Context: an optimization exercise on an open-source flow, tuned for small area, a short achievable clock period and few clock cycles. The choices shown serve that exercise and are no tape-out recipe. At most, simulation tests tie the RTL to the original design; equivalence was not proved. Power and IR drop assume default switching activity.

==> flow/design.v (excerpt) <==
module text_char_scanner_core #(
    parameter int LINE_BITS   = 20,    
    parameter int COLUMN_BITS = 16,
    parameter int TAB_STOP    = 4
) (
    input  logic                       i_clk,
    input  logic                       i_rst_n,
    input  logic                       i_valid,
    input  logic [tcs_pkg::BYTE_W-1:0] i_byte,
    output logic                       o_ready,
    output logic                       o_valid,
    input  logic                       i_ready,
    output logic [1:0]                 o_kind,
    output logic [tcs_pkg::BYTE_W-1:0] o_char,
    output logic [tcs_pkg::LINE_W-1:0] o_line,
    output logic [tcs_pkg::COL_W-1:0]  o_col,
    output logic [2:0]                 o_code,
    output logic                       o_last
);
    localparam int K_NUL   = 0;    
    localparam int K_TAB   = 1;    
    localparam int K_LF    = 2;    
    localparam int K_CR    = 3;    
    localparam int K_STAR  = 4;    
    localparam int K_SLASH = 5;    
    localparam int K_LEAD  = 6;    
    localparam int K_C80   = 7;    
    localparam int K_CTL   = 8;    
    localparam int K_INC   = 9;    
    localparam int K_UERR  = 10;   
    localparam int NK      = 11;
    function automatic logic [NK-1:0] f_class(input logic [7:0] v);
        f_class          = '0;
        f_class[K_NUL]   = (v == 8'h00);
        f_class[K_TAB]   = (v == 8'h09);
        f_class[K_LF]    = (v == 8'h0A);
        f_class[K_CR]    = (v == 8'h0D);
        f_class[K_STAR]  = (v == 8'h2A);
        f_class[K_SLASH] = (v == 8'h2F);
        f_class[K_LEAD]  = (v == 8'hE2);
        f_class[K_C80]   = (v == 8'h80);
        f_class[K_CTL]   = ((v[7:5] == 3'b000) && v != 8'h00 && v != 8'h09
                            && v != 8'h0A && v != 8'h0D) || (v == 8'h7F);
        f_class[K_INC]   = (v[7] ? v[6] : (v[6] | v[5])) && (v != 8'h7F);
        case (v)
            8'h93, 8'h94, 8'h98, 8'h99, 8'h9C, 8'h9D: f_class[K_UERR] = 1'b1;
            default:                                  f_class[K_UERR] = 1'b0;
        endcase
  ...
Size in the first run: roughly 460 cells after synthesis, about 72 flip-flops, roughly 64 I/O pins, ~0.0043 mm² of cells after synthesis.
Settings: LEC_CHECK=0, CAP_MARGIN=20, CORE_MARGIN=2, CORE_UTILIZATION=40, CTS_BUF_LIST=sky130_fd_sc_hd__clkbuf_4 sky130_fd_sc_hd__clkbuf_8, SETUP_SLACK_MARGIN=2.1, SLEW_MARGIN=20; clock period 4.0 ns.
standard.sh (not shown) runs the stock make flow with config.mk's settings and CLKGATE_MAP_FILE= SYNTH_SCRIPT=/design/flow/synth_recipe.tcl, a recipe that flattens the netlist after the stock synthesis.
==> flow/flow/run.sh <==
#!/bin/bash
# Standard layout, with plain buf_1 cells as the port buffers.
set -euo pipefail
bash standard.sh BUFFER_PORTS_ARGS="-buffer_cell sky130_fd_sc_hd__buf_1" finish > make_finish.log 2>&1
The baseline completed with no timing, DRC or antenna violations.
Change:
Settings changed: SETUP_SLACK_MARGIN 2.1 to 1.5.
Outcome:
- The new run produced a clean layout
- register-to-register slack got worse by 0.06 ns
- clock skew came out higher by 0.010 ns
- global-route usage drops by 2.1 points
No run of this note included a check of the RTL's function; only the layout flow was run.

text_char_scanner_core, a different RTL version from the one above (not shown whole).
For scale: roughly 470 cells after synthesis, roughly 4800 um2 of cells after synthesis.
## text_char_scanner_core
module text_char_scanner_core #(
    parameter int LINE_BITS   = 20,    
    parameter int COLUMN_BITS = 16,
    parameter int TAB_STOP    = 4
) (
    input  logic                       i_clk,
    input  logic                       i_rst_n,
    input  logic                       i_valid,
    input  logic [tcs_pkg::BYTE_W-1:0] i_byte,
    output logic                       o_ready,
    output logic                       o_valid,
    input  logic                       i_ready,
    output logic [1:0]                 o_kind,
    output logic [tcs_pkg::BYTE_W-1:0] o_char,
    output logic [tcs_pkg::LINE_W-1:0] o_line,
    output logic [tcs_pkg::COL_W-1:0]  o_col,
    output logic [2:0]                 o_code,
    output logic                       o_last
);
clock: 4.0 ns
lec_check: 0
cap_margin: 20
core_margin: 2
core_utilization: 60
cts_buf_list: sky130_fd_sc_hd__clkbuf_4 sky130_fd_sc_hd__clkbuf_8
setup_slack_margin: 1.9
slew_margin: 20
Scripts as last shown in full above: flow/flow/run.sh
The starting point finished with timing, DRC and antenna clean.
Edit:
==> flow/flow/run.sh (replaced) <==
#!/bin/bash
# Standard layout, with plain buf_1 cells as the port buffers and the
# synthesis adder-cell step left out (abc maps the incrementers as gates).
set -euo pipefail
bash standard.sh BUFFER_PORTS_ARGS="-buffer_cell sky130_fd_sc_hd__buf_1" ADDER_MAP_FILE= finish > make_finish.log 2>&1
--- a/flow/config.mk
+++ b/flow/config.mk
@@ -10 +10 @@
-export CORE_UTILIZATION = 60
+export CORE_UTILIZATION = 40
Worst hold slack improves by 0.0039 ns.
Global-route usage is lower by 7.5 points.
Clock-buffer cell count is higher by 4.
Wire length is higher by 6.1%.
Utilization is lower by 24 points.
Non-clock buffer count is higher by 7.
Final cell count is higher by 5.6%.
Edit:
==> flow/flow/run.sh (replaced) <==
#!/bin/bash
# Standard layout, with plain buf_1 cells as the port buffers.
set -euo pipefail
bash standard.sh BUFFER_PORTS_ARGS="-buffer_cell sky130_fd_sc_hd__buf_1" finish > make_finish.log 2>&1
--- a/flow/config.mk
+++ b/flow/config.mk
@@ -12 +12 @@
-export SETUP_SLACK_MARGIN = 1.9
+export SETUP_SLACK_MARGIN = 2.05
=> Hold slack hardly moves; combinational power increases by about 2%; critical path depth decreases by 1; power decreases by 0.76%; area after synthesis decreases by 0.55%; clock skew stays flat; clock power decreases by about 3%; routed wire length increases by 2.9%.
Edit:
--- a/flow/config.mk
+++ b/flow/config.mk
@@ -12 +12 @@
-export SETUP_SLACK_MARGIN = 2.05
+export SETUP_SLACK_MARGIN = 1.9
After rerunning: The changed run completed with no timing, DRC or antenna violations. Via count goes down by a few percent. Wire length goes down by a few percent. Worst setup slack loses 0.048 ns. Register-to-register slack loses 0.05 ns. Count of clock-buffer cells in the layout goes down by 3. Worst hold slack gains 0.0084 ns. Synthesized cell count stays the same. Fmax goes down by a few percent.
Function was not checked in any run of this note: the RTL went through the layout flow alone.

== P ==
Another version of the RTL of text_char_scanner_core (not shown whole).
Size: ~470 cells after synthesis, ~74 flip-flops, roughly 64 I/O pins.
==> flow/config.mk <==
export PLATFORM = sky130hd
export DESIGN_NAME = text_char_scanner_core
export DESIGN_NICKNAME = text_char_scanner_core
export VERILOG_FILES = /design/flow/design.v
export SDC_FILE = /design/flow/constraint.sdc
export NUM_CORES = 4
export LEC_CHECK = 0
export ABC_CLOCK_PERIOD_IN_PS = 2000
export CAP_MARGIN = 20
export CORE_MARGIN = 2
export CORE_UTILIZATION = 40
export CTS_BUF_LIST = sky130_fd_sc_hd__clkbuf_4 sky130_fd_sc_hd__clkbuf_8
export GPL_TIMING_DRIVEN = 0
export SETUP_SLACK_MARGIN = 1.85
export SLEW_MARGIN = 20
==> flow/constraint.sdc <==
create_clock -name core_clock -period 4.0 [get_ports {i_clk}]
set_input_delay 0.8000 -clock core_clock [delete_from_list [all_inputs] [get_ports {i_clk}]]
set_output_delay 0.8000 -clock core_clock [all_outputs]
set_load 0.01 [all_outputs]
==> flow/flow/run.sh <==
#!/bin/bash
# Standard layout, with plain buf_1 cells as the port buffers and the
# synthesis adder-cell step left out (abc maps the incrementers as gates).
set -euo pipefail
bash standard.sh BUFFER_PORTS_ARGS="-buffer_cell sky130_fd_sc_hd__buf_1" ADDER_MAP_FILE= finish > make_finish.log 2>&1
P finished all stages; the layout is clean.
Testbench counts of P, summed over its fixed seeds: cycles 33,905.
Inputs modified between P and Q:
- putting ABC_AREA at 1 where nothing was set
- swapping sky130_fd_sc_hd__clkbuf_4 sky130_fd_sc_hd__clkbuf_8 for sky130_fd_sc_hd__clkbuf_2 sky130_fd_sc_hd__clkbuf_4 in CTS_BUF_LIST
- clearing GPL_TIMING_DRIVEN, which used to be 0
- swapping 1.85 for 1.8 in SETUP_SLACK_MARGIN
- clearing ABC_CLOCK_PERIOD_IN_PS, which used to be 2000
--- outcome ---
Q reports its cell at the slowest stage of the critical path as edfxtp_1 while P reports or4_4.
Portion of total power attributed to sequential cells in Q is 4.3 points higher than in P
Cell area after layout on Q is ahead of P.
Going from P to Q, the routed length on met1 was found to have gone down by 11%.
The run with more setup slack is Q; P has less.
Q ends up with lower cell area after placement than P does.
Q ended up with a higher power density over cell area than P did.
Power is lower on Q
Worst hold margin delta (Q − P): favourable
Looking only at area overhead of the layout relative to synthesis, and setting everything else aside, the lower value of P and Q goes to Q.
The following lists how R was set up differently from Q:
- changing CTS_BUF_LIST from sky130_fd_sc_hd__clkbuf_2 sky130_fd_sc_hd__clkbuf_4 to sky130_fd_sc_hd__clkbuf_4 sky130_fd_sc_hd__clkbuf_8
- setting GPL_TIMING_DRIVEN to 0 for the first time
Findings:
- R: flow completed, timing, DRC and antenna clean
- Final design area excluding fillers: Q vs R, no meaningful difference
- R against Q: placeable core region flat; sequential share of layout area flat; cell count flat; mean post-synth cell area flat.
- Sort Q and R by post-route clock period utilization, descending, and Q comes first.
- Wire length, Q and R: higher on R

Another version of the RTL of text_char_scanner_core (not shown whole).
Size: ~450 cells after synthesis, ~93 flip-flops, roughly 64 I/O pins, ~4800 sq um of cells after synthesis.
clock: 4.0 ns
lec_check: 0
cap_margin: 20
core_margin: 2
core_utilization: 40
cts_buf_list: sky130_fd_sc_hd__clkbuf_8 sky130_fd_sc_hd__clkbuf_16
cts_cluster_diameter: 500
cts_cluster_size: 100
setup_slack_margin: 2.0
slew_margin: 20
==> flow/flow/run.sh <==
#!/bin/bash
# Standard layout, with plain buf_1 cells as the port buffers.
set -euo pipefail
bash standard.sh BUFFER_PORTS_ARGS="-buffer_cell sky130_fd_sc_hd__buf_1" finish > make_finish.log 2>&1
Change:
CTS_BUF_LIST = sky130_fd_sc_hd__clkbuf_4 sky130_fd_sc_hd__clkbuf_8   (was sky130_fd_sc_hd__clkbuf_8 sky130_fd_sc_hd__clkbuf_16)
CTS_CLUSTER_DIAMETER = unset   (was 500)
CTS_CLUSTER_SIZE = unset   (was 100)
SETUP_SLACK_MARGIN = 1.7   (was 2.0)
The changed run finished clean.
Design area drops by a little under a tenth.
Count of clock-buffer cells in the layout stays the same.
Synthesized area is unchanged.
Core utilization drops by 3.6 points.
Final cell count drops by a few percent.
Critical path depth drops by 2.
Combinational power drops by a little under a tenth.
Change:
CTS_BUF_LIST = unset   (was sky130_fd_sc_hd__clkbuf_4 sky130_fd_sc_hd__clkbuf_8)
SETUP_SLACK_MARGIN = 2.0   (was 1.7)
The new run completed without violations.
Flip-flop and latch count stays the same.
First-iteration DRC count climbs by 32%.
Clock-buffer cell count does not change.
Register-to-register slack is better by 0.10 ns.
Setup slack is better by 0.10 ns.
Core utilization climbs by 3.6 points.
No functional check of the RTL was part of any run of this note.

==> static timing again, ports no longer ideal <==
No port has a modelled driver above. Below, the same layouts with a new extraction and two added sets of constraints.
Step 1, drivers: a clkbuf_16 drives i_clk and a buf_2 each remaining input, both assumed.
Step 2 moves the port delays by t, midway between the first and last clock arrival at a register: inputs arrive t later, outputs are due t later. That takes back most of the time a late clock gives input paths.
Three values: ideal ports, drivers, drivers and shift; two values: the first two.
run	shift t [ns]	setup slack, ns	clock arrival spread, ns	worst data-port slew with drivers (ns)
the first run of note 1	0.396	1.604 / 1.607 / 1.215	0.009 / 0.009	0.05
the second run of note 1	0.392	1.549 / 1.550 / 1.175	0.022 / 0.022	0.03
the first run of note 2	0.392	1.934 / 1.934 / 1.691	0.007 / 0.007	0.03
the second run of note 2	0.403	1.938 / 1.915 / 1.669	0.013 / 0.013	0.04
the third run of note 2	0.402	1.984 / 1.984 / 1.751	0.010 / 0.010	0.03
the fourth run of note 2	0.407	1.935 / 1.935 / 1.664	0.010 / 0.010	0.03
P	0.382	1.808 / 1.808 / 1.616	0.012 / 0.012	0.03
Q	0.460	1.888 / 1.888 / 1.544	0.010 / 0.010	0.05
R	0.384	1.945 / 1.914 / 1.649	0.006 / 0.006	0.05
the first run of note 4	0.376	1.898 / 1.898 / 1.758	0.010 / 0.010	0.03
the second run of note 4	0.387	1.796 / 1.796 / 1.560	0.010 / 0.010	0.03
the third run of note 4	0.376	1.898 / 1.898 / 1.758	0.010 / 0.010	0.03
After both steps every run listed still meets setup and hold. For the first run of note 1, which loses most, drivers alone change the setup slack by +0.003 ns; drivers and shift together by -0.389 ns.
